This design comes from an exercise in tuning for small area and a short achievable clock period on the open sky130 flow, not from production work.
In this exercise RTL edits were held to simulation tests only and were not proved equivalent to the original.
Power figures rest on the tool's default switching activity, not on a simulated workload.

--- flow/run.sh ---
#!/bin/bash
# The standard layout (standard.sh, its synthesis script included) with
# three changes:
#  - ABC maps the logic with flow/abc_area.script (ABC_AREA is 1), an
#    area-recovering mapping, in place of ORFS's abc_area.script; the flow
#    scripts are otherwise ORFS's own, copied unchanged;
#  - the port buffers are plain buffers;
#  - timing repair may change a cell's footprint when it resizes it.
set -e
rm -rf scripts_abc
cp -r "$FLOW_HOME/scripts" scripts_abc
cp flow/abc_area.script scripts_abc/abc_area.script
bash standard.sh SCRIPTS_DIR="$PWD/scripts_abc" MATCH_CELL_FOOTPRINT=0 \
    "BUFFER_PORTS_ARGS=-buffer_cell sky130_fd_sc_hd__buf_2" finish > standard.log 2>&1
--- flow/abc_area.script ---
&get -n
&st
&dch
&nf -R 1000
&put
topo
stime -c
buffer -c
upsize -c
dnsize -c
--- standard.sh ---
#!/bin/bash
# synth_recipe.tcl (not shown) runs the flow's synth.tcl, then flattens the netlist and writes it again
# the make line also repeats each setting of config.mk as NAME=value (left out here)
make -C /OpenROAD-flow-scripts/flow DESIGN_CONFIG=/design/flow/config.mk WORK_HOME=/design/flow/orfs CLKGATE_MAP_FILE= SYNTH_SCRIPT=/design/flow/synth_recipe.tcl "${@:-finish}"
--- config.mk ---
export PLATFORM = sky130hd
export DESIGN_NAME = lru_replace_ctrl
export DESIGN_NICKNAME = lru_replace_ctrl
export VERILOG_FILES = /design/flow/design.v
export SDC_FILE = /design/flow/constraint.sdc
export NUM_CORES = 4
export LEC_CHECK = 0
export ABC_AREA = 1
export CAP_MARGIN = 20
export CORE_MARGIN = 2
export CORE_UTILIZATION = 35
export CTS_CLUSTER_DIAMETER = 100
export CTS_CLUSTER_SIZE = 28
export SETUP_SLACK_MARGIN = 4.5
export SLEW_MARGIN = 20
--- constraint.sdc ---
create_clock -name core_clock -period 8.0 [get_ports {clk}]
set_input_delay 1.6000 -clock core_clock [delete_from_list [all_inputs] [get_ports {clk}]]
set_output_delay 1.6000 -clock core_clock [all_outputs]
set_load 0.01 [all_outputs]
--- design.v ---
package lru_pkg;
    localparam int WAYS  = 8;
    localparam int IDX_W = 7;
    typedef enum logic [2:0] {
        ST_IDLE   = 3'd0,
        ST_LOOKUP = 3'd1,
        ST_REFILL = 3'd2,
        ST_UPDATE = 3'd3,
        ST_RESP   = 3'd4
    } state_e;
endpackage
module lru_victim_sel #(
    parameter int WAYS = lru_pkg::WAYS
) (
    input  logic            i_clean,
    input  logic [3:0]      i_nvalid,
    input  logic [3:0]      i_first,
    input  logic [WAYS-1:0] i_lru_flag,
    output logic            o_hit,
    output logic [2:0]      o_way_idx,
    output logic            o_notfull
);
    logic [2:0] flag_idx;
    logic       flag_onehot;
    always_comb begin
        o_hit       = (i_first < i_nvalid);
        flag_onehot = (i_lru_flag != '0) &&
                      ((i_lru_flag & (i_lru_flag - WAYS'(1))) == '0);
        flag_idx    = '0;
        for (int k = 0; k < WAYS; k++) begin
            if (i_lru_flag[k]) flag_idx = flag_idx | 3'(k);
        end
        o_notfull   = !(i_clean && i_nvalid[3]);
        if (o_hit)            o_way_idx = i_first[2:0];
        else if (!i_clean)    o_way_idx = 3'd0;
        else if (o_notfull)   o_way_idx = i_nvalid[2:0];
        else if (flag_onehot) o_way_idx = flag_idx;
        else                  o_way_idx = 3'd7;
    end
endmodule
module lru_replace_ctrl #(
    parameter int WAYS  = lru_pkg::WAYS,
    parameter int IDX_W = lru_pkg::IDX_W
) (
    input  logic             clk,
    input  logic             rst,
    input  logic             i_req_valid,
    output logic             o_req_ready,
    input  logic [IDX_W-1:0] i_req_addr_7,
    input  logic [WAYS-1:0]  i_req_match_8,
    output logic [IDX_W-1:0] o_lru_addr_7,
    output logic [WAYS-1:0]  o_lru_hit_way_8,
    output logic             o_lru_hit_sig,
    output logic             o_lru_update,
    input  logic [WAYS-1:0]  i_lru_flag_8,
    output logic             o_refill_valid,
    output logic [WAYS-1:0]  o_refill_way_8,
    output logic [IDX_W-1:0] o_refill_addr_7,
    input  logic             i_refill_done,
    output logic             o_resp_valid,
    output logic             o_resp_hit,
    output logic [WAYS-1:0]  o_resp_way_8,
    input  logic             i_resp_ready,
    output logic             o_multi_hit_err
);
    localparam int RINGS = (1 << IDX_W) / 8;
    localparam int RW    = IDX_W - 3;
    function automatic logic [6:0] pair_enc(input logic [3:0] a, input logic [3:0] b);
        if (a[3])      pair_enc = {3'b100, b};
        else if (b[3]) pair_enc = {4'b1100, a[2:0]};
        else           pair_enc = {1'b0, a[2:0], b[2:0]};
    endfunction
    function automatic logic [3:0] pair_a(input logic [6:0] c);
        if (!c[6])     pair_a = {1'b0, c[5:3]};
        else if (!c[5]) pair_a = 4'd8;
        else           pair_a = {1'b0, c[2:0]};
    endfunction
    function automatic logic [3:0] pair_b(input logic [6:0] c);
        if (!c[6])     pair_b = {1'b0, c[2:0]};
        else if (!c[5]) pair_b = c[3] ? 4'd8 : {1'b0, c[2:0]};
        else           pair_b = 4'd8;
    endfunction
    logic st_idle, st_lookup, st_refill, st_update, st_resp;
    logic [1:0]       ptr_q;
    logic             swept_q;
    logic [IDX_W-1:0] addr_q;
    logic [3:0]       first_q;
    logic [8:1]       sec_lt_q;
    logic [3:0]       first_d;
    logic [3:0]       second_d;
    logic [8:1]       sec_lt_d;
    logic             is8, use_hi, lt_hi, lt_lo;
    logic [6:0]       ccode_q;
    logic             cclean_q;
    logic             odd_q;
    logic [2:0]       way_q;
    logic             hit_q;
    logic             promote_q;
    logic [6:0]       wcode_q;
    logic [6:0]       pc [RINGS][4];
    logic             sel_hit, sel_multi, sel_notfull;
    logic [2:0]       sel_way;
    logic [6:0]       code;
    logic [3:0]       cnt_a, cnt_b, new_a, new_b;
    logic             fill;
    logic [6:0]       new_code;
    logic [6:0]       wr_code;
    logic [RINGS-1:0] we;
    logic [1:0]       rd_pos;
    logic             rd_clean;
    logic [6:0]       rd_code [4];
    always_comb begin
        code  = cclean_q ? ccode_q : 7'd0;
        cnt_a = pair_a(code);
        cnt_b = pair_b(code);
    end
    lru_victim_sel #(.WAYS(WAYS)) u_sel (
        .i_clean     (cclean_q),
        .i_nvalid    (odd_q ? pair_b(ccode_q) : pair_a(ccode_q)),
        .i_first     (first_q),
        .i_lru_flag  (i_lru_flag_8),
        .o_hit       (sel_hit),
        .o_way_idx   (sel_way),
        .o_notfull   (sel_notfull)
    );
    logic [7:0] hi_dec, lo_dec;
    always_comb begin
        is8    = ccode_q[6] && (ccode_q[5] ? odd_q : (!odd_q || ccode_q[3]));
        use_hi = !ccode_q[6] && !odd_q;
        for (int k = 0; k < 8; k++) begin
            hi_dec[k] = (ccode_q[5:3] == 3'(k));
            lo_dec[k] = (ccode_q[2:0] == 3'(k));
        end
        lt_hi = |(hi_dec[7:1] & sec_lt_q[7:1]);
        lt_lo = |(lo_dec[7:1] & sec_lt_q[7:1]);
        sel_multi = (is8 && sec_lt_q[8]) || (!is8 && use_hi && lt_hi) ||
                    (!is8 && !use_hi && lt_lo);
    end
    always_ff @(posedge clk or posedge rst) begin
        if (rst) begin
            st_idle   <= 1'b1;
            st_lookup <= 1'b0;
            st_refill <= 1'b0;
            st_update <= 1'b0;
            st_resp   <= 1'b0;
            ptr_q     <= '0;
            swept_q   <= 1'b0;
            sec_lt_q  <= '0;
        end else begin
            sec_lt_q  <= sec_lt_d;
            st_idle   <= (st_idle && !i_req_valid) || (st_resp && i_resp_ready);
            st_lookup <= st_idle && i_req_valid;
            st_refill <= (st_lookup && !sel_hit) || (st_refill && !i_refill_done);
            st_update <= (st_lookup && sel_hit) || (st_refill && i_refill_done);
            st_resp   <= st_update || (st_resp && !i_resp_ready);
            ptr_q     <= ptr_q + 2'd1;
            if (ptr_q == 2'd3) swept_q <= 1'b1;
        end
    end
    always_comb begin
        for (int j = 0; j < 4; j++) begin
            rd_code[j] = pc[i_req_addr_7[IDX_W-1:3]][j];
        end
        rd_pos   = i_req_addr_7[2:1] + ptr_q;
        rd_clean = swept_q || (rd_pos < ptr_q);
        first_d  = 4'd8;
        second_d = 4'd8;
        for (int k = WAYS-1; k >= 0; k--) begin
            if (i_req_match_8[k]) begin
                second_d = first_d;
                first_d  = 4'(k);
            end
        end
        if (!rd_clean) begin
            first_d  = 4'd8;
            second_d = 4'd8;
        end
        for (int k = 1; k <= 8; k++) begin
            sec_lt_d[k] = (second_d < 4'(k)) && i_req_valid && st_idle;
        end
    end
    always_ff @(posedge clk) begin
        first_q  <= first_d;
        ccode_q  <= rd_code[rd_pos];
        cclean_q <= rd_clean;
        odd_q    <= i_req_addr_7[0];
        if (st_idle) addr_q <= i_req_addr_7;
        if (st_lookup) begin
            way_q     <= sel_way;
            hit_q     <= sel_hit;
            promote_q <= sel_hit || sel_notfull;
            wcode_q   <= new_code;
        end
    end
    always_comb begin
        fill     = !sel_hit && sel_notfull;
        new_a    = (fill && !odd_q) ? cnt_a + 4'd1 : cnt_a;
        new_b    = (fill &&  odd_q) ? cnt_b + 4'd1 : cnt_b;
        new_code = pair_enc(new_a, new_b);
        wr_code  = st_lookup ? new_code : wcode_q;
        for (int r = 0; r < RINGS; r++) begin
            we[r] = !st_idle && (addr_q[IDX_W-1:3] == RW'(r)) &&
                    (2'(addr_q[2:1] + ptr_q) == 2'd3);
        end
    end
    always_ff @(posedge clk) begin
        for (int r = 0; r < RINGS; r++) begin
            pc[r][0] <= we[r] ? wr_code : (swept_q ? pc[r][3] : 7'd0);
            for (int j = 1; j < 4; j++) begin
                pc[r][j] <= pc[r][j-1];
            end
        end
    end
    logic [WAYS-1:0] way_dec;
    always_comb begin
        for (int k = 0; k < WAYS; k++) begin
            way_dec[k] = (way_q == 3'(k));
        end
        o_req_ready     = st_idle && !rst;
        o_lru_addr_7    = st_idle ? '0 : addr_q;
        o_refill_addr_7 = st_idle ? '0 : addr_q;
        o_multi_hit_err = sel_multi;
        o_refill_valid  = st_refill;
        o_refill_way_8  = st_refill ? way_dec : '0;
        o_lru_update    = st_update;
        o_lru_hit_sig   = st_update && promote_q;
        o_lru_hit_way_8 = (st_update && promote_q) ? way_dec : '0;
        o_resp_valid    = st_resp;
        o_resp_hit      = st_resp && hit_q;
        o_resp_way_8    = st_resp ? way_dec : '0;
    end
endmodule
==> results of run 1 <==
## cell usage after synthesis, types with 7 or more instances
cell type | n | area (um2)
dfrtp_1 | 15 | 375
nand2_1 | 177 | 664
inv_2 | 7 | 26.3
a31oi_1 | 8 | 50.1
nor3_1 | 17 | 85.1
a21oi_1 | 20 | 100
nand2b_1 | 13 | 81.3
o21ai_1 | 115 | 576
a222oi_1 | 71 | 711
inv_1 | 22 | 82.6
nor2b_1 | 12 | 75.1
a41oi_1 | 9 | 78.8
and3_1 | 16 | 100
ha_1 | 8 | 100
nor2_1 | 60 | 225
buf_4 | 9 | 67.6
nand4_1 | 17 | 106
o21ai_0 | 21 | 105
a22oi_1 | 52 | 390
a221oi_1 | 26 | 228
nand3_1 | 18 | 90.1
and2_1 | 26 | 163
dfxtp_1 | 468 | 9370
clkbuf_1 | 63 | 236
edfxtp_1 | 12 | 360
a22o_1 | 26 | 228
## per-layer routing
layer  track usage  share of wire  vias to the layer above
li1              -              -                     5202
met1         0.255           0.45                     5545
met2         0.306           0.46                      411
met3        0.0209          0.058                       69
met4        0.0556          0.029                        2
met5             0        0.00020                        -
## how the worst max path moves through the flow
stage,startpoint,to,slack (ns),cells past startpoint
after floorplan,i_req_addr_7[6],ccode_q[0],4.49,10
after global placement,i_req_addr_7[4],ccode_q[6],3.71,9
after detailed placement,i_req_addr_7[4],ccode_q[6],3.72,9
after CTS,ccode_q[5],o_multi_hit_err,4.39,6
after global routing,ccode_q[1],o_multi_hit_err,4.42,6
final,ccode_q[1],o_multi_hit_err,4.47,6
## flip-flops by register name, indices dropped and copies added, names as in the netlist, 2 cells and up
signal	count
first_q	4
addr_q	7
ptr_q	2
sec_lt_q	8
way_q	3
wcode_q	7
ccode_q	7
pc	448
## kinds of logic (layout without fill, tap and decap cells)
family | count (synthesis) | in the layout | share of synthesized area
flip-flops | 496 | 496 | 0.652
AO/OA/AOI/OAI | 388 | 390 | 0.183
AND/OR/NAND/NOR | 388 | 388 | 0.118
buffers and inverters | 111 | 158 | 0.0304
adder cells (fa/ha/maj) | 9 | 9 | 0.00773
XOR/XNOR | 7 | 7 | 0.00394
multiplexers | 6 | 6 | 0.00515
other | 1 | 1 | 0.000241
## cell type report
type	count	area (um2)
Fill cell	4239	26600
Sequential cell	496	10200
Multi-Input combinational cell	801	5200
Tap cell	592	741
Timing Repair Buffer	103	664
Clock buffer	24	537
Inverter	30	120
Clock inverter	1	8.76
## worst reg2reg max path: stages (launching register included)
cell and delay [ns]:
dfxtp_4 0.39, inv_4 0.10, nor3_2 0.06, a21oi_2 0.17, nor2_1 0.09, a31oi_2 0.21
ha_1 0.27, o21ai_1 0.10, a21oi_2 0.10, a211oi_4 0.36, nor3_4 0.10, nor4b_4 0.16
a31oi_4 0.20, nand2b_2 0.12, o211ai_1 0.19, buf_4 0.21, o21ai_4 0.17, o21ai_2 0.25
## report_power, final
group,switching [mW],internal [mW]
clock,0.730,0.483
sequential,0.172,2.74
combinational,0.332,0.181
total,1.23,3.41
## metrics by stage
stage               instance area [um2]  total power, mW  hold slack, ns  setup slack, ns  cells
floorplan                         15600             3.20           0.330             4.49   1406
global placement                  16500             3.38           0.332             3.71   2006
detailed placement                16500             3.39           0.335             3.72   2006
CTS                               17300             4.63           0.341             4.39   2040
global route                      17400             4.81           0.346             4.42   2047
finish                            17400             4.64           0.342             4.47   2047
## what timing repair did
| action | CTS | global route |
|---|---|---|
| gates cloned | 2 | 0 |
| buffers inserted | 7 | 7 |
| resized for setup | 23 | 31 |
| endpoints found under the hold margin | 0 | 0 |
| endpoints found under the setup margin | 110 | 106 |
| pin swaps | 5 | 13 |
==> metrics.md, run 1 <==
| Metric | Value |
|---|---|
| Status | `finished clean` |
| Post-Syn Area | `15,500 um2` |
| CTS tree | `built` |
| Worst r2r src | `ccode_q[6]` |
| Initial antenna violation count | `1` |
| H-Tree Depth | `1` |
| Max incr delay on CP | `0.39 ns` |
| Leak | `6.30 nW` |
| Vias | `11.2k` |
| Port bufs | `72` |
| Setup_tns | `0 ns` |
| Min-delay src | `pc[53][0]` |
| Crit path required time | `6.40 ns` |
| Pin count of the biggest net entering global routing | `30` |
| Commonest non-fill, non-tap cell in the layout | `dfxtp_1` |
| Flop2flop setup slack | `4.65 ns` |
| Synth Area per Inst | `11.1 um2` |
| Final WL | `44.1 mm` |
| # Max-Cap Violations | `0` |
| Fmax | `283 MHz` |
| Leading cell types in the layout, fill and taps excluded | `dfxtp_1 (462), nand2_1 (176), o21ai_1 (110)` |
| Final cycle utilization of the critical path | `0.442` |
| Top_reg_cell synth | `dfxtp_1` |
| Core footprint | `44,000 um2` |
| Global-route wire length before repair | `66.4 mm` |
| N_diodes | `0` |
| Tot GR Track Use | `0.185` |
| Reg2reg path depth | `17` |
| Startpoint Class | `flop` |
| Hold path cells | `0` |
| Clock buffer depth | `3` |
| # rows | `77` |
| Cell family with most CP delay | `compound AO/OA/AOI/OAI gates` |
| Syn_nets | `1,443` |
| Max-slew violations | `0` |
| Crit-path slowest cell | `dfxtp_4` |
| Unrepaired setup endpoints after global routing | `true` |
| Clock latency on the worst-skew pair | `0.55 ns` |
| Worst reg2reg path endpoint | `pc[60][2]` |
| Register area share after synthesis | `0.652` |
| # hold bufs at CTS | `0` |
| Wire per inst | `21.6 um` |
| DPL Wire Length | `30.0 mm` |
| IO Pins | `73` |
| Period minus WS final | `3.53 ns` |
| Starting Density | `0.353` |
| Total congestion overflow | `0` |
| Max-slew headroom | `0.358` |
| P&R area growth vs syn | `12.0%` |
| Hold/Removal Path Class | `flop to flop` |
| Number of synthesis warnings | `4` |
| Worst vdd ir | `0.134 mV` |
| Final hold vios | `0` |
| Critical Setup Path Class | `flop to primary output` |
| Clk slew on worst S/H paths | `0.11 ns` |
| Post-layout util | `0.396` |
| TritonRoute pass-1 iters | `9` |
| Crit path buf inv count | `2` |
| Number of flops mapped to enable cells by yosys | `12` |
| Fraction of layout cells with a size suffix above 1 | `0.144` |
| #FFs+latches synth | `496` |
| Least-Margin Pin Slew | `0.963 ns` |
| # DRC | `0` |
| Final setup vio count | `0` |
| Clock Skews | `0.0255 ns` |
| Cts bufs inserted | `21` |
| Max FO, Critical Path | `4` |
| CP dominant cell by count | `o21ai_2` |
| CTS Sinks | `496` |
| PD cells | `267 nW/um2` |
| NumNets Final | `1,490` |
| FFs w/ async S/R, synth | `0.0323` |
| Synth unique cells | `69` |
| Antenna-violating nets left | `0` |
| Die Y | `215 um` |
| Die area | `46,100 um2` |
| Crit path cell chain | `inv_4, o21ai_2, o21bai_1, a311o_1, o21ai_2, buf_2` |
| Die width | `215 um` |
| Via density | `5.49` |
| CP Data Arrival Time | `1.93 ns` |
| 1st-iter DRT viols | `1,263` |
| Root Driver | `clkbuf_16` |
| CP endpoint kind | `primary output` |
| Cells after Synth | `1,406` |
| Worst Hold End | `pc[54][0]` |
| Number of global-route vias before repair | `10.9k` |
| Final GP Congestion | `0.936` |
==> inputs of run 2 (changes only) <==
--- a/config.mk
+++ b/config.mk
@@ -12,4 +12,4 @@
 export CTS_CLUSTER_DIAMETER = 100
-export CTS_CLUSTER_SIZE = 28
-export SETUP_SLACK_MARGIN = 4.5
+export CTS_CLUSTER_SIZE = 30
+export SETUP_SLACK_MARGIN = 4.6
 export SLEW_MARGIN = 20
==> run 2 against run 1 <==
Still clean. Non-clock buffer count up 6. Count of clock-buffer cells in the layout is the same. Total power is 0.47% lower. Cell count is 0.20% higher. Core utilization increased by 0.19 points. Global-route usage decreased by 0.14 points. Setup slack improved by 0.040 ns. Wire length decreased by 0.27%. Fmax up 1.2%. Worst hold slack got worse by 0.0049 ns. Clock power about the same. Synthesized cell count unchanged. Critical path type unchanged. Highest routed layer is now met4.
==> metrics.md, run 2 <==
| Metric | Value |
|---|---|
| Number of global-route vias before repair | `10.7k` |
| FFs w/ async S/R, synth | `0.0323` |
| Initial antenna violation count | `2` |
| Die width | `215 um` |
| # rows | `77` |
| Reg with most FFs | `pc` |
| Crit path cell chain | `o21ai_1, o21bai_1, a311o_1, o21ai_2, buf_2` |
| Starting Density | `0.353` |
| # Max-Cap Violations | `0` |
| Unrepaired setup endpoints after global routing | `true` |
| PD cells | `264 nW/um2` |
| N_diodes | `0` |
| Period minus WS final | `3.49 ns` |
| Vias | `11.1k` |
| Clock buffer depth | `3` |
| Max incr delay on CP | `0.43 ns` |
| Clk slew on worst S/H paths | `0.11 ns` |
| Fmax | `286 MHz` |
| 1st-iter DRT viols | `1,521` |
| Hold/Removal Path Class | `flop to flop` |
| Die area | `46,100 um2` |
| Top_reg_cell synth | `dfxtp_1` |
| P&R area growth vs syn | `12.6%` |
| Final Cell Area | `17,500 um2` |
| Final GP Congestion | `0.880` |
| Leak | `6.36 nW` |
| Via density | `5.44` |
| Final WL | `44.0 mm` |
| DP Area | `16,500 um2` |
| Most common cell in the netlist | `dfxtp_1` |
| TritonRoute pass-1 iters | `9` |
| #FFs+latches synth | `496` |
| Crit path required time | `6.40 ns` |
| Synth Area per Inst | `11.1 um2` |
| Clock Skews | `0.0254 ns` |
| IO Pins | `73` |
| Least-Margin Pin Slew | `0.766 ns` |
| Startpoint Class | `flop` |
| Post-Syn Area | `15,500 um2` |
| Antenna-violating nets left | `0` |
| Area leader, netlist | `dfxtp_1` |
| Top post-synthesis cells by area | `dfxtp_1 (60%), a222oi_1 (4.6%), nand2_1 (4.3%)` |
| Final cycle utilization of the critical path | `0.437` |
| Leading cell types in the layout, fill and taps excluded | `dfxtp_1 (462), nand2_1 (176), o21ai_1 (116)` |
| Crit-path slowest cell | `dfxtp_4` |
| Tot GR Track Use | `0.184` |
| Register area share after synthesis | `0.652` |
| Max FFs per register | `448` |
| Cts bufs inserted | `20` |
| DPL Wire Length | `29.7 mm` |
| Port bufs | `72` |
| Syn_nets | `1,443` |
| Pin count of the biggest net entering global routing | `32` |
| Hold WS | `0.337 ns` |
| Setup_tns | `0 ns` |
| # DRC | `0` |
| Max-slew headroom | `0.489` |
| CTS tree | `built` |
| CTS Sinks | `496` |
| Clock latency on the worst-skew pair | `0.55 ns` |
| Final setup vio count | `0` |
| Top flop regs | `pc (448), sec_lt_q (8)` |
| H-Tree Depth | `1` |
| Critical Setup Path Class | `flop to primary output` |
| Commonest non-fill, non-tap cell in the layout | `dfxtp_1` |
| Number of synthesis warnings | `4` |
| Global-route wire length before repair | `65.7 mm` |
| Synth unique cells | `69` |
| Die Y | `215 um` |
| Cells after Synth | `1,406` |
| Status | `finished clean` |
| Total congestion overflow | `0` |
| Root Driver | `clkbuf_16` |
| Fraction of layout cells with a size suffix above 1 | `0.145` |
| Cell family with most CP delay | `compound AO/OA/AOI/OAI gates` |
| Core footprint | `44,000 um2` |
| CP endpoint kind | `primary output` |
| Top cell type's share of synthesized area | `0.603` |
| Final hold vios | `0` |
| Wire per inst | `21.5 um` |
| Worst vdd ir | `0.127 mV` |
| Most frequent cells after synthesis | `dfxtp_1 (468), nand2_1 (177), o21ai_1 (115), a222oi_1 (71), clkbuf_1 (63)` |
| NumNets Final | `1,493` |
| Max FO, Critical Path | `4` |
| CP Data Arrival Time | `1.89 ns` |
| # hold bufs at CTS | `0` |
| Max-slew violations | `0` |
| Number of flops mapped to enable cells by yosys | `12` |
| Crit path buf inv count | `1` |
[run 2: cell counts after synthesis]
Identical to the previous run, type by type.
[run 2: through the flow]
step / utilization / total power, mW / worst slack, ns / cells
after detailed placement: 0.375 / 3.39 / 3.74 / 2006
after global routing: 0.398 / 4.80 / 4.43 / 2051
after global placement: 0.375 / 3.38 / 3.74 / 2006
after CTS: 0.394 / 4.62 / 4.49 / 2042
after floorplan: - / 3.20 / 4.61 / 1406
final: 0.398 / 4.62 / 4.51 / 2051
[run 2: worst reg2reg max path: cells and delay by family (launching register included)]
kind                     cells  cell delay (ns)
AO/OA/AOI/OAI                7             1.17
AND/OR/NAND/NOR              5             0.86
flip-flops                   1             0.42
buffers and inverters        3             0.40
adder cells (fa/ha/maj)      1             0.34
[run 2: cells by family (layout without fill, tap and decap cells)]
group	count (synthesis)	in the layout	share of synthesized area
adders and majority gates	9	9	0.00773
and+or+nand+nor	388	388	0.118
muxes	6	6	0.00515
other	1	1	0.000241
buffers and inverters	111	164	0.0304
xor gates and xnor gates	7	7	0.00394
DFF	496	496	0.652
AOI/OAI and AO/OA	388	388	0.183
[run 2: area by class of cell]
cell class	count	area [um2]
Multi-Input combinational cell	799	5210
Sequential cell	496	10200
Clock buffer	24	537
Inverter	30	118
Fill cell	4220	26500
Timing Repair Buffer	109	731
Tap cell	592	741
Clock inverter	1	16.3
[run 2: timing repair]
item	in CTS	in global routing
setup endpoints to repair	126	133
setup buffers	11	9
resized for setup	37	25
pin swaps	9	16
[run 2: layer usage]
metal  GRT usage  part of all wire  wire (um)
met5           0                 0          0
met4      0.0481             0.029       1270
met3      0.0269             0.060       2650
met2       0.302              0.46      20200
met1       0.253              0.45      19900
[run 2: path summary, 6_finish.rpt]
| path | to | start | slack [ns] | cells past startpoint |
|---|---|---|---|---|
| max in group asynchronous | st_refill | rst | 6.44 | 2 |
| min reg2reg | pc[51][5] | pc[50][5] | 0.34 | 0 |
| max | o_multi_hit_err | ccode_q[2] | 4.51 | 5 |
| max reg2reg | pc[36][2] | ccode_q[6] | 4.69 | 16 |
| min | pc[51][5] | pc[50][5] | 0.34 | 0 |
| min in group asynchronous | ptr_q[0] | rst | 1.14 | 2 |
[run 2: where the power goes]
group          switching (mW)  internal (mW)
logic                   0.316          0.183
clock network           0.730          0.486
registers               0.163           2.74
total                    1.21           3.41
==> inputs of run 3 (changes only) <==
--- a/config.mk
+++ b/config.mk
@@ -10,5 +10,5 @@
 export CORE_MARGIN = 2
-export CORE_UTILIZATION = 35
+export CORE_UTILIZATION = 65
 export CTS_CLUSTER_DIAMETER = 100
-export CTS_CLUSTER_SIZE = 30
+export CTS_CLUSTER_SIZE = 28
 export SETUP_SLACK_MARGIN = 4.6
==> run 3 against run 2 <==
Still clean on timing, DRC and antenna. Register-to-register slack worse by 0.03 ns. Non-clock buffer count grew 7. Total power grew 1.1%. Sequential share of layout area increased by 0.58 points. Cell count down 13%. Worst hold slack improved by 0.0097 ns. Synthesized cell count stayed put. Global-route usage increased by 16 points.
==> metrics.md, run 3 <==
| Metric | Value |
|---|---|
| Status | `finished clean` |
| Top flop regs | `pc (448), sec_lt_q (8)` |
| DPL Wire Length | `29.8 mm` |
| 1st-iter DRT viols | `1,698` |
| Top cell type's share of synthesized area | `0.603` |
| Post-layout util | `0.738` |
| Pin count of the biggest net entering global routing | `30` |
| Number of synthesis warnings | `4` |
| Commonest non-fill, non-tap cell in the layout | `dfxtp_1` |
| Cells after Synth | `1,406` |
| Hold/Removal Path Class | `flop to flop` |
| Crit path required time | `6.40 ns` |
| Die Y | `159 um` |
| Final GP Congestion | `0.948` |
| Most frequent cells after synthesis | `dfxtp_1 (468), nand2_1 (177), o21ai_1 (115), a222oi_1 (71), clkbuf_1 (63)` |
| Placed insts | `1,729` |
| TritonRoute pass-1 iters | `9` |
| Die area | `25,200 um2` |
| Leak | `6.42 nW` |
| #FFs+latches synth | `496` |
| # Max-Cap Violations | `0` |
| Clk slew on worst S/H paths | `0.11 ns` |
| Unrepaired setup endpoints after global routing | `true` |
| Fraction of layout cells with a size suffix above 1 | `0.154` |
| Clock latency on the worst-skew pair | `0.54 ns` |
| Reg with most FFs | `pc` |
| Number of flops mapped to enable cells by yosys | `12` |
| Top post-synthesis cells by area | `dfxtp_1 (60%), a222oi_1 (4.6%), nand2_1 (4.3%)` |
| Synth Area per Inst | `11.1 um2` |
| Clock Skews | `0.0145 ns` |
| Vias | `11.5k` |
| Area leader, netlist | `dfxtp_1` |
| Tot GR Track Use | `0.345` |
| Least-Margin Pin Slew | `0.985 ns` |
| Leading cell types in the layout, fill and taps excluded | `dfxtp_1 (462), nand2_1 (175), o21ai_1 (111)` |
| CP endpoint kind | `primary output` |
| PD cells | `270 nW/um2` |
| Critical Setup Path Class | `input port to primary output` |
| Max-slew headroom | `0.343` |
| Max FFs per register | `448` |
| Register area share after synthesis | `0.652` |
| CP Data Arrival Time | `1.89 ns` |
| Startpoint Class | `input port` |
| Top_reg_cell synth | `dfxtp_1` |
| Initial antenna violation count | `0` |
| Via density | `6.44` |
| Worst vdd ir | `0.225 mV` |
| # DRC | `0` |
| Syn_nets | `1,443` |
| H-Tree Depth | `1` |
| Final setup vio count | `0` |
| Final cycle utilization of the critical path | `0.437` |
| Period minus WS final | `3.49 ns` |
| CTS Sinks | `496` |
| Post-Place Worst Slack | `3.80 ns` |
| FFs w/ async S/R, synth | `0.0323` |
| Fin cells | `1,790` |
| Number of global-route vias before repair | `10.6k` |
| Die width | `159 um` |
| IO Pins | `73` |
| # rows | `56` |
| Max-slew violations | `0` |
| CTS tree | `built` |
| Final hold vios | `0` |
| Cts bufs inserted | `21` |
| Global-route wire length before repair | `63.5 mm` |
| Clock buffer depth | `3` |
| Starting Density | `0.662` |
| Fmax | `286 MHz` |
| Core footprint | `23,500 um2` |
| Port bufs | `72` |
| N_diodes | `0` |
| Antenna-violating nets left | `0` |
| P&R area growth vs syn | `11.5%` |
| Total congestion overflow | `0` |
| Wire per inst | `24.7 um` |
| Root Driver | `clkbuf_16` |
| Setup_tns | `0 ns` |
| Final WL | `44.2 mm` |
| Tot Pwr | `4.67 mW` |
| Worst setup margin | `4.51 ns` |
| Max FO, Critical Path | `2` |
| Post-Syn Area | `15,500 um2` |
| NumNets Final | `1,504` |
| Most common cell in the netlist | `dfxtp_1` |
| Synth unique cells | `69` |
-- run 3: area by class of cell --
class                   instances  area, um2
clock buffers                  26        544
clock inverters                 1       8.76
fillers                      1673       6140
inverters                      30        123
multi-input cells             802       5310
flip-flops and latches        496      10200
well taps                     319        399
repair buffers                116        798
-- run 3: worst max-delay path: stages --
cell    delay [ns]
buf_8         0.10
nor2_4        0.09
buf_6         0.10
-- run 3: routing by layer --
metal	wire (um)	GRT usage
met4	2220	0.157
met1	17800	0.461
met2	20100	0.544
met5	0	0
met3	4130	0.0691
-- run 3: final timing paths --
path / startpoint / slack, ns / cells after the start / endpoint
worst max-delay path: rst / 4.51 / 3 / o_req_ready
worst min-delay path: pc[62][5] / 0.35 / 0 / pc[63][5]
worst max register to register: ccode_q[1] / 4.66 / 20 / pc[52][2]
worst min register to register: pc[62][5] / 0.35 / 0 / pc[63][5]
max in group asynchronous: rst / 6.40 / 2 / sec_lt_q[1]
min in group asynchronous: rst / 1.15 / 2 / st_refill
-- run 3: through the flow --
step | hold slack [ns] | area [um2]
2_1_floorplan | 0.330 | 15600
3_3_place_gp | 0.332 | 16100
3_5_place_dp | 0.335 | 16200
4_1_cts | 0.343 | 17000
5_1_grt | 0.348 | 17300
6_report | 0.346 | 17300
-- run 3: where the power goes --
group          switching, mW  leakage (nW)  total (mW)  internal, mW
logic                  0.349          2.04       0.553         0.204
clock network          0.711         0.269        1.20         0.487
registers              0.179          4.11        2.92          2.74
total                   1.24          6.42        4.67          3.43
-- run 3: cells by family after synthesis --
group,count (synthesis),share of synthesized area
DFF,496,0.652
AOI/OAI and AO/OA,388,0.183
and+or+nand+nor,388,0.118
buffers and inverters,111,0.0304
adders and majority gates,9,0.00773
xor gates and xnor gates,7,0.00394
muxes,6,0.00515
other,1,0.000241
-- run 3: repair_timing --
action	CTS	global route
endpoints found under the hold margin	0	0
resized for setup	38	42
hold buffers	0	0
setup buffers	16	15
endpoints found under the setup margin	128	131
gates cloned	2	1
pin swaps	6	23
==> inputs of run 4 (changes only) <==
--- a/config.mk
+++ b/config.mk
@@ -10,3 +10,3 @@
 export CORE_MARGIN = 2
-export CORE_UTILIZATION = 65
+export CORE_UTILIZATION = 55
 export CTS_CLUSTER_DIAMETER = 100
==> run 4 against run 3 <==
Still clean on timing, DRC and antenna. Cell count increased by 2.9%. Flip-flop and latch count unchanged. Critical path depth unchanged. Largest power group unchanged. Highest routed layer unchanged.
==> metrics.md, run 4 <==
| Metric | Value |
|---|---|
| #FFs+latches synth | `496` |
| Worst vdd ir | `0.189 mV` |
| Post-Place Worst Slack | `3.83 ns` |
| Initial antenna violation count | `0` |
| NumNets Final | `1,496` |
| Top post-synthesis cells by area | `dfxtp_1 (60%), a222oi_1 (4.6%), nand2_1 (4.3%)` |
| Final hold vios | `0` |
| Die Y | `172 um` |
| Antenna-violating nets left | `0` |
| Fmax | `288 MHz` |
| Pin count of the biggest net entering global routing | `30` |
| Syn_nets | `1,443` |
| Unrepaired setup endpoints after global routing | `true` |
| Top cell type's share of synthesized area | `0.603` |
| CTS Sinks | `496` |
| Top_reg_cell synth | `dfxtp_1` |
| Worst Hold End | `pc[42][5]` |
| Port bufs | `72` |
| Min-delay src | `pc[41][5]` |
| Core footprint | `27,800 um2` |
| Starting Density | `0.560` |
| Cts bufs inserted | `21` |
| Clock latency on the worst-skew pair | `0.57 ns` |
| Vias | `11.3k` |
| Fillers | `2,323` |
| Register area share after synthesis | `0.652` |
| Max-slew violations | `0` |
| Number of synthesis warnings | `4` |
| Crit-path slowest cell | `buf_2` |
| Final cycle utilization of the critical path | `0.434` |
| Flop2flop setup slack | `4.71 ns` |
| IO Pins | `73` |
| Clock buffer depth | `3` |
| Worst r2r src | `ccode_q[5]` |
| # DRC | `0` |
| Final WL | `44.9 mm` |
| Worst setup margin | `4.53 ns` |
| Least-Margin Pin Slew | `0.894 ns` |
| Via density | `6.14` |
| Critical Setup Path Class | `input port to primary output` |
| FFs w/ async S/R, synth | `0.0323` |
| H-Tree Depth | `1` |
| Fraction of layout cells with a size suffix above 1 | `0.151` |
| CP Data Arrival Time | `1.87 ns` |
| Commonest non-fill, non-tap cell in the layout | `dfxtp_1` |
| CP endpoint kind | `primary output` |
| Tot GR Track Use | `0.297` |
| Max FO, Critical Path | `2` |
| Die width | `172 um` |
| Max FFs per register | `448` |
| Reg2reg path depth | `18` |
| Tot Pwr | `4.65 mW` |
| Crit path required time | `6.40 ns` |
| PD cells | `268 nW/um2` |
| Crit path cell chain | `buf_6, nor2_2, buf_2` |
| Hold/Removal Path Class | `flop to flop` |
| # hold bufs at CTS | `0` |
| Cell family with most CP delay | `buffers and inverters` |
| Crit path buf inv count | `2` |
| Wire per inst | `24.4 um` |
| Most frequent cells after synthesis | `dfxtp_1 (468), nand2_1 (177), o21ai_1 (115), a222oi_1 (71), clkbuf_1 (63)` |
| Max incr delay on CP | `0.12 ns` |
| Final GP Congestion | `0.841` |
| Synth Area per Inst | `11.1 um2` |
| # Max-Cap Violations | `0` |
| # rows | `61` |
| TritonRoute pass-1 iters | `7` |
| Die area | `29,600 um2` |
| Max-slew headroom | `0.404` |
| Worst reg2reg path endpoint | `pc[8][2]` |
| Setup_tns | `0 ns` |
| Clock Skews | `0.0257 ns` |
| Total congestion overflow | `0` |
| Status | `finished clean` |
| Most common cell in the netlist | `dfxtp_1` |
| Top flop regs | `pc (448), sec_lt_q (8)` |
| 1st-iter DRT viols | `1,400` |
| Clk slew on worst S/H paths | `0.10 ns` |
| P&R area growth vs syn | `11.5%` |
| Hold path cells | `0` |
| Number of flops mapped to enable cells by yosys | `12` |
| Root Driver | `clkbuf_16` |
| Synth unique cells | `69` |
| Global-route wire length before repair | `65.2 mm` |
| N_diodes | `0` |
| Startpoint Class | `input port` |
| DPL Wire Length | `30.6 mm` |
| Number of global-route vias before repair | `10.6k` |
| CTS tree | `built` |
| Leak | `6.37 nW` |
| Post-Syn Area | `15,500 um2` |
| Reg with most FFs | `pc` |
| Area leader, netlist | `dfxtp_1` |
| Sequential Area | `10,200 um2` |
| Cells after Synth | `1,406` |
| Final setup vio count | `0` |
| Period minus WS final | `3.47 ns` |
| Leading cell types in the layout, fill and taps excluded | `dfxtp_1 (462), nand2_1 (175), o21ai_1 (114)` |
| Area of the multi-input gates | `5300 um2` |
## run 4: cell types whose count changed in the layout (fill, tap and decap cells not counted), moves of 2 or more
cell	change
a221oi_1	-3
a221oi_2	+3
buf_4	-9
buf_6	-2
buf_8	-2
clkbuf_4	+3
nor2_2	+4
o21ai_1	+3
o21ai_2	-4
## run 4: report_power, final
| group | total (mW) | switching, mW | internal (mW) |
|---|---|---|---|
| Sequential | 2.91 | 0.166 | 2.74 |
| Clock | 1.22 | 0.729 | 0.488 |
| Combinational | 0.523 | 0.326 | 0.197 |
## run 4: cells by family after synthesis
| logic type | Yosys count | synth area share |
|---|---|---|
| flip-flops | 496 | 0.652 |
| AO/OA/AOI/OAI | 388 | 0.183 |
| AND/OR/NAND/NOR | 388 | 0.118 |
| buffers and inverters | 111 | 0.0304 |
| adder cells (fa/ha/maj) | 9 | 0.00773 |
| XOR/XNOR | 7 | 0.00394 |
| multiplexers | 6 | 0.00515 |
| other | 1 | 0.000241 |
## run 4: what timing repair did
| item | 4_1_cts | 5_1_grt |
|---|---|---|
| gates resized for setup | 34 | 34 |
| pin swaps | 6 | 12 |
| endpoints found under the setup margin | 126 | 133 |
| gates cloned | 0 | 3 |
| buffers inserted | 10 | 12 |
| endpoints found under the hold margin | 0 | 0 |
## run 4: worst max-delay path by stage
| stage | endpoint | cells past startpoint | slack, ns | startpoint |
|---|---|---|---|---|
| after floorplan | ccode_q[5] | 10 | 4.61 | i_req_addr_7[4] |
| after global placement | ccode_q[3] | 8 | 3.77 | i_req_addr_7[6] |
| after detailed placement | ccode_q[4] | 11 | 3.83 | i_req_addr_7[4] |
| after CTS | o_req_ready | 3 | 4.52 | rst |
| after global routing | o_multi_hit_err | 7 | 4.47 | ccode_q[3] |
| final | o_req_ready | 3 | 4.53 | rst |
## run 4: cell type report
class / instances / share of cell area
clock buffers: 26 / 0.0314
inverters: 30 / 0.00708
repair buffers: 108 / 0.0419
multi-input cells: 802 / 0.306
well taps: 378 / 0.0273
flip-flops and latches: 496 / 0.586
clock inverters: 2 / 0.00101
## run 4: through the flow
stage | cells | hold WS [ns] | utilization | area [um2]
6_report | 1842 | 0.346 | 0.624 | 17300
3_3_place_gp | 1789 | 0.331 | 0.584 | 16200
5_1_grt | 1842 | 0.351 | 0.624 | 17300
3_5_place_dp | 1789 | 0.335 | 0.585 | 16200
4_1_cts | 1827 | 0.338 | 0.615 | 17100
2_1_floorplan | 1406 | 0.330 | - | 15600
## run 4: worst register-to-register path: stages, from the launching register on
cell and delay, ns:
dfxtp_4 0.45, inv_6 0.08, nor3_4 0.19, a21oi_2 0.07
nor2_2 0.11, a31oi_2 0.05, ha_1 0.29, o21ai_1 0.07
a21oi_2 0.18, a211oi_4 0.09, nor2_2 0.13, nand2_2 0.11
nor4_4 0.36, a21oi_4 0.08, nand2b_4 0.18, o211ai_1 0.32
o21ai_4 0.11, buf_12 0.19, o21ai_1 0.17
## run 4: layer usage
layer / vias up / routed length (um) / global-route usage
met5: - / 0 / 0
met2: 493 / 21300 / 0.500
li1: 5237 / - / -
met3: 58 / 3350 / 0.0336
met1: 5527 / 19100 / 0.411
met4: 0 / 1180 / 0.0745
==> inputs of run 5 (changes only) <==
--- a/flow/run.sh
+++ b/flow/run.sh
@@ -13,2 +13,2 @@
 bash standard.sh SCRIPTS_DIR="$PWD/scripts_abc" MATCH_CELL_FOOTPRINT=0 \
-    "BUFFER_PORTS_ARGS=-buffer_cell sky130_fd_sc_hd__buf_2" finish > standard.log 2>&1
+    "BUFFER_PORTS_ARGS=-buffer_cell sky130_fd_sc_hd__buf_1" finish > standard.log 2>&1
==> run 5 against run 4 <==
Largest power group unchanged. Largest cell class unchanged. Critical path type unchanged. Combinational power down 1%. Die area unchanged. Flip-flop and latch count unchanged. Sequential power about the same. Clock power about the same. Core utilization decreased by 0.40 points.
==> metrics.md, run 5 <==
| Metric | Value |
|---|---|
| CP Data Arrival Time | `1.89 ns` |
| Number of flops mapped to enable cells by yosys | `12` |
| Final hold vios | `0` |
| #FFs+latches synth | `496` |
| Most frequent cells after synthesis | `dfxtp_1 (468), nand2_1 (177), o21ai_1 (115), a222oi_1 (71), clkbuf_1 (63)` |
| Period minus WS final | `3.49 ns` |
| Worst r2r src | `ccode_q[5]` |
| Startpoint Class | `input port` |
| Root Driver | `clkbuf_16` |
| Final cycle utilization of the critical path | `0.437` |
| CP dominant cell by count | `buf_6` |
| Worst Hold End | `pc[63][4]` |
| Reg2reg path depth | `18` |
| H-Tree Depth | `1` |
| Clk slew on worst S/H paths | `0.10 ns` |
| Cell family with most CP delay | `buffers and inverters` |
| Fmax | `286 MHz` |
| Cells after Synth | `1,406` |
| Final GP Congestion | `0.860` |
| Wire per inst | `24.5 um` |
| Number of synthesis warnings | `4` |
| Die Y | `172 um` |
| Worst setup margin | `4.51 ns` |
| Max incr delay on CP | `0.10 ns` |
| Tot Pwr | `4.67 mW` |
| Post-Place Worst Slack | `3.52 ns` |
| Number of global-route vias before repair | `10.6k` |
| Total congestion overflow | `0` |
| DPL Wire Length | `30.9 mm` |
| Vias | `11.3k` |
| Crit path buf inv count | `2` |
| Area leader, netlist | `dfxtp_1` |
| Most common cell in the netlist | `dfxtp_1` |
| # Max-Cap Violations | `0` |
| Clock buffer depth | `3` |
| PD cells | `271 nW/um2` |
| N_diodes | `0` |
| Fin cells | `1,840` |
| Post-Syn Area | `15,500 um2` |
| 1st-iter DRT viols | `1,483` |
| Commonest non-fill, non-tap cell in the layout | `dfxtp_1` |
| Final setup vio count | `0` |
| Hold path cells | `0` |
| Synth Area per Inst | `11.1 um2` |
| Flop2flop setup slack | `4.65 ns` |
| Cts bufs inserted | `21` |
| Worst vdd ir | `0.200 mV` |
| Initial antenna violation count | `0` |
| Top cell type's share of synthesized area | `0.603` |
| Leading cell types in the layout, fill and taps excluded | `dfxtp_1 (462), nand2_1 (176), o21ai_1 (113)` |
| Fraction of layout cells with a size suffix above 1 | `0.103` |
| CTS Sinks | `496` |
| Unrepaired setup endpoints after global routing | `true` |
| Reg with most FFs | `pc` |
| CTS tree | `built` |
| Critical Setup Path Class | `input port to primary output` |
| TritonRoute pass-1 iters | `7` |
| Status | `finished clean` |
| Via density | `6.16` |
| NumNets Final | `1,495` |
| Min-delay src | `pc[62][4]` |
| Die width | `172 um` |
| Starting Density | `0.560` |
| Clock latency on the worst-skew pair | `0.56 ns` |
| Max FO, Critical Path | `2` |
| Crit path cell chain | `buf_6, nor2_4, buf_6` |
| IO Pins | `73` |
| Crit-path slowest cell | `buf_6` |
| P&R area growth vs syn | `10.7%` |
| Die area | `29,600 um2` |
| Least-Margin Pin Slew | `0.955 ns` |
| CP endpoint kind | `primary output` |
| Top flop regs | `pc (448), sec_lt_q (8)` |
| Register area share after synthesis | `0.652` |
| Top post-synthesis cells by area | `dfxtp_1 (60%), a222oi_1 (4.6%), nand2_1 (4.3%)` |
| Worst reg2reg path endpoint | `wcode_q[2]` |
| Max FFs per register | `448` |
| Antenna-violating nets left | `0` |
| Worst path depth | `3` |
| Core footprint | `27,800 um2` |
| # rows | `61` |
| Port bufs | `72` |
| Clock Skews | `0.0185 ns` |
| Setup_tns | `0 ns` |
| Global-route wire length before repair | `65.6 mm` |
| Top_reg_cell synth | `dfxtp_1` |
| Tot GR Track Use | `0.301` |
| Final WL | `45.1 mm` |
| # DRC | `0` |
| FFs w/ async S/R, synth | `0.0323` |
| Leak | `6.15 nW` |
| Hold/Removal Path Class | `flop to flop` |
| Syn_nets | `1,443` |
| Pin count of the biggest net entering global routing | `30` |
| Placed insts | `1,792` |
| Crit path required time | `6.40 ns` |
| Synth unique cells | `69` |
| Max-slew headroom | `0.364` |
| Max-slew violations | `0` |
[run 5: cell counts after synthesis]
No cell type changed its count.
[run 5: worst max-delay path by stage]
stage,from,to,slack [ns]
floorplan,i_req_addr_7[4],ccode_q[5],4.61
global route,ccode_q[3],o_multi_hit_err,4.41
finish,rst,o_req_ready,4.51
detailed placement,i_req_addr_7[4],ccode_q[1],3.52
CTS,ccode_q[5],pc[24][2],4.48
global placement,i_req_addr_7[4],ccode_q[1],3.54
[run 5: metal layers]
| layer | vias up | track usage | part of all wire |
|---|---|---|---|
| li1 | 5222 | - | - |
| met2 | 462 | 0.507 | 0.48 |
| met4 | 0 | 0.0884 | 0.029 |
| met3 | 71 | 0.0286 | 0.063 |
| met1 | 5576 | 0.414 | 0.43 |
| met5 | - | 0 | 0 |
[run 5: cell type report]
cell class,instances,area [um2]
clock buffers,25,541
clock inverters,2,17.5
fillers,2308,10600
inverters,30,120
multi-input cells,801,5250
flip-flops and latches,496,10200
well taps,378,473
repair buffers,108,662
[run 5: worst reg2reg max path: cells and delay by family (launching register included)]
family | cells | cell delay [ns]
buf+inv | 5 | 0.69
simple gates | 6 | 0.97
flops | 1 | 0.41
compound gates | 6 | 0.86
fa+ha+maj | 1 | 0.35
[run 5: what timing repair did]
| item | in CTS | in global routing |
|---|---|---|
| endpoints found under the setup margin | 131 | 122 |
| hold buffers | 0 | 0 |
| setup buffers | 12 | 6 |
| pin swaps | 9 | 7 |
| cloned | 1 | 1 |
| resized for setup | 53 | 33 |
[run 5: logic make-up after synthesis]
group / Yosys count / share of synthesized area
AO/OA/AOI/OAI: 388 / 0.183
XOR/XNOR: 7 / 0.00394
adder cells (fa/ha/maj): 9 / 0.00773
buffers and inverters: 111 / 0.0304
flip-flops: 496 / 0.652
multiplexers: 6 / 0.00515
other: 1 / 0.000241
AND/OR/NAND/NOR: 388 / 0.118
[run 5: report_power, final]
part | switching [mW] | total (mW) | internal, mW
clock | 0.743 | 1.23 | 0.487
combinational | 0.336 | 0.516 | 0.180
sequential | 0.179 | 2.92 | 2.74
total | 1.26 | 4.67 | 3.41
[run 5: metrics by stage]
step | utilization | area [um2] | hold slack (ns)
6_report | 0.620 | 17200 | 0.344
5_1_grt | 0.620 | 17200 | 0.352
4_1_cts | 0.612 | 17000 | 0.344
3_5_place_dp | 0.582 | 16200 | 0.336
3_3_place_gp | 0.582 | 16200 | 0.332
2_1_floorplan | - | 15600 | 0.330

[afterwards: timing with drivers on the ports]
No port has a modelled driver above. Below, the same layouts with a new extraction and two added sets of constraints.
Step 1 sets driving cells, clkbuf_16 on the clock port and buf_2 on the other inputs (assumed; they add their load-dependent delay and slew).
Step 2, shift: input delay + t, output delay - t, t = (earliest + latest rising clock arrival at the registers) / 2. This alone moves slack from input paths to output paths.
Three values: no drivers, after step 1, after step 2; two values: the first two.
| run | t (ns) | slack for setup (ns) | clock arrival spread, ns | slew at the worst register clock pin (ns) |
|---|---|---|---|---|
| run 1 | 0.588 | 4.467 / 4.418 / 3.996 | 0.026 / 0.026 | 0.11 / 0.11 |
| run 2 | 0.581 | 4.507 / 4.458 / 4.125 | 0.027 / 0.027 | 0.12 / 0.12 |
| run 3 | 0.585 | 4.506 / 4.464 / 4.028 | 0.017 / 0.017 | 0.11 / 0.11 |
| run 4 | 0.608 | 4.530 / 4.496 / 4.064 | 0.026 / 0.026 | 0.11 / 0.11 |
| run 5 | 0.601 | 4.508 / 4.474 / 4.086 | 0.019 / 0.019 | 0.12 / 0.12 |
After both steps setup and hold are still met in every run listed. The setup slack of run 3, which loses most, moves by -0.042 ns with the drivers and by -0.478 ns with both steps.
